From an optimization exercise on the open Yosys and OpenROAD flow, aimed at small area and a short achievable clock period; shortcuts taken in it are not production practice.
Only simulation tests tie the RTL to the original design; equivalence was not proved.
No activity file was given, so power comes from the tool's default toggle rates.

## v16
==> flow/design.v (excerpt) <==
module matvec_alu_top (
    input  logic        clk,
    input  logic        rst,
    input  logic        in_valid,
    input  logic [31:0] mat_word,
    input  logic [31:0] vec_word,
    input  logic [2:0]  pattern,
    output logic        out_valid,
    output logic [25:0] res_0,
    output logic [25:0] res_1,
    output logic [25:0] res_2,
    output logic [25:0] res_3
);
    logic        v1, v2;
    logic [2:0]  b1;
    always_ff @(posedge clk or negedge rst) begin
        if (!rst) begin
            v1        <= 1'b0;
            v2        <= 1'b0;
            out_valid <= 1'b0;
        end else begin
            v1        <= in_valid;
            v2        <= v1;
            out_valid <= v2;
        end
    end
    logic [31:0] m1;
    logic [3:0]  e_one [4], e_two [4], e_neg [4];
    logic [3:0]  one1 [4], two1 [4], neg1 [4];
    for (genvar gi = 0; gi < 4; gi++) begin : g_enc
        booth_enc u_enc (.x(vec_word[31-8*gi -: 8]), .one(e_one[gi]), .two(e_two[gi]), .neg(e_neg[gi]));
    end
    always_ff @(posedge clk) begin
        m1 <= mat_word;
        for (int i = 0; i < 4; i++) begin
            one1[i] <= e_one[i];
            two1[i] <= e_two[i];
            neg1[i] <= e_neg[i];
        end
        b1 <= pattern;
    end
    logic [15:0] q [4];
    logic [15:0] p [4];
    logic [3:0]  g;
    logic [3:0]  gn;
    logic [2:0]  b2;
    for (genvar gi = 0; gi < 4; gi++) begin : g_mul
        mul8s u_mul (.a(m1[31-8*gi -: 8]), .one(one1[gi]), .two(two1[gi]), .neg(neg1[gi]), .p(q[gi]));
    end
    always_ff @(posedge clk) begin
        for (int i = 0; i < 4; i++) begin
            p[i] <= q[i];
        end
  ...
For scale: ~180 I/O pins.
==> flow/config.mk <==
export PLATFORM = sky130hd
export DESIGN_NAME = matvec_alu_top
export DESIGN_NICKNAME = matvec_alu_top
export VERILOG_FILES = /design/flow/design.v
export SDC_FILE = /design/flow/constraint.sdc
export NUM_CORES = 4
export LEC_CHECK = 0
export CAP_MARGIN = 20
export CORE_MARGIN = 2
export CORE_UTILIZATION = 40
export CTS_CLUSTER_DIAMETER = 200
export CTS_CLUSTER_SIZE = 20
export SETUP_SLACK_MARGIN = 1.9
export SLEW_MARGIN = 20
export SYNTH_HIERARCHICAL = 1
==> flow/constraint.sdc <==
create_clock -name core_clock -period 5.2 [get_ports {clk}]
set_input_delay 1.0400 -clock core_clock [delete_from_list [all_inputs] [get_ports {clk}]]
set_output_delay 1.0400 -clock core_clock [all_outputs]
set_load 0.01 [all_outputs]
standard.sh (not shown) runs the stock make flow with config.mk's settings and CLKGATE_MAP_FILE= SYNTH_SCRIPT=/design/flow/synth_recipe.tcl, a recipe that flattens the netlist after the stock synthesis.
==> flow/flow/run.sh <==
#!/bin/bash
# standard layout, with plain buf_1 cells as the port buffers
set -euo pipefail
export BUFFER_PORTS_ARGS="-buffer_cell sky130_fd_sc_hd__buf_1"
bash standard.sh > standard.log 2>&1
The flow did not stop early for v16: all stages ran, and the layout cleared the timing, design-rule and antenna checks.
#### Input delta (v7 over v16)
- clearing CTS_CLUSTER_SIZE, which used to be 20
- clearing CTS_CLUSTER_DIAMETER, which used to be 200
--- outcome ---
v7 finished every stage and its layout cleared the timing, design-rule and antenna checks. Lower met1 routing resource usage after global routing was reported by v7, not v16. p[2][12] as the capture point of the worst path was reported by v7, and p[3][13] by v16. Going from v16 to v7, global-route wire length before repair +about 0.4%, number of vias in the routed layout +115, highest clock frequency the design can meet -about 0.4%, combinational power share -4.0 points. NOTE number of fill cells in the layout v16->v7 decreased slightly. Sum of met3 wire segment lengths after detailed routing: v7 higher than v16. Where worst hold slack is concerned, v16 is better than v7.
#### Input delta (v52 over v7)
- a change of SETUP_SLACK_MARGIN from 1.9 to 2.0
- an added CTS_CLUSTER_SIZE of 24
- an added CTS_CLUSTER_DIAMETER of 120
Findings:
- Setup slack: v52 more than v7
- From v7 to v52 the numbers moved as follows: fraction of area in multi-input gates climbed 1.6 points, global-route usage barely changed, core utilization dropped 0.69 points, met3 global-route usage dropped 0.62 points, sequential group power barely changed.
- Any difference in wire length of the first global-routing pass between v52 and v7 is small enough to ignore.

[static timing again, ports no longer ideal]
No port has a modelled driver above. Below, the same layouts with a new extraction and two added sets of constraints. Step 1: set_driving_cell puts a clkbuf_16 on clk and a buf_2 on each other input, an assumption about the parent block. Step 2 moves the port delays by t, midway between the first and last clock arrival at a register: inputs arrive t later, outputs are due t later. That takes back most of the time a late clock gives input paths. Slacks: ideal / step 1 / step 2; pairs: ideal / step 1.
run | t, ns | slack for setup (ns) | worst slew at a driven data input, ns
v16 | 0.541 | 1.994 / 1.994 / 1.994 | 0.07
v7 | 0.593 | 1.981 / 1.955 / 1.981 | 0.07
v52 | 0.540 | 2.012 / 2.012 / 2.012 | 0.07
After both steps setup and hold are still met in every run listed.
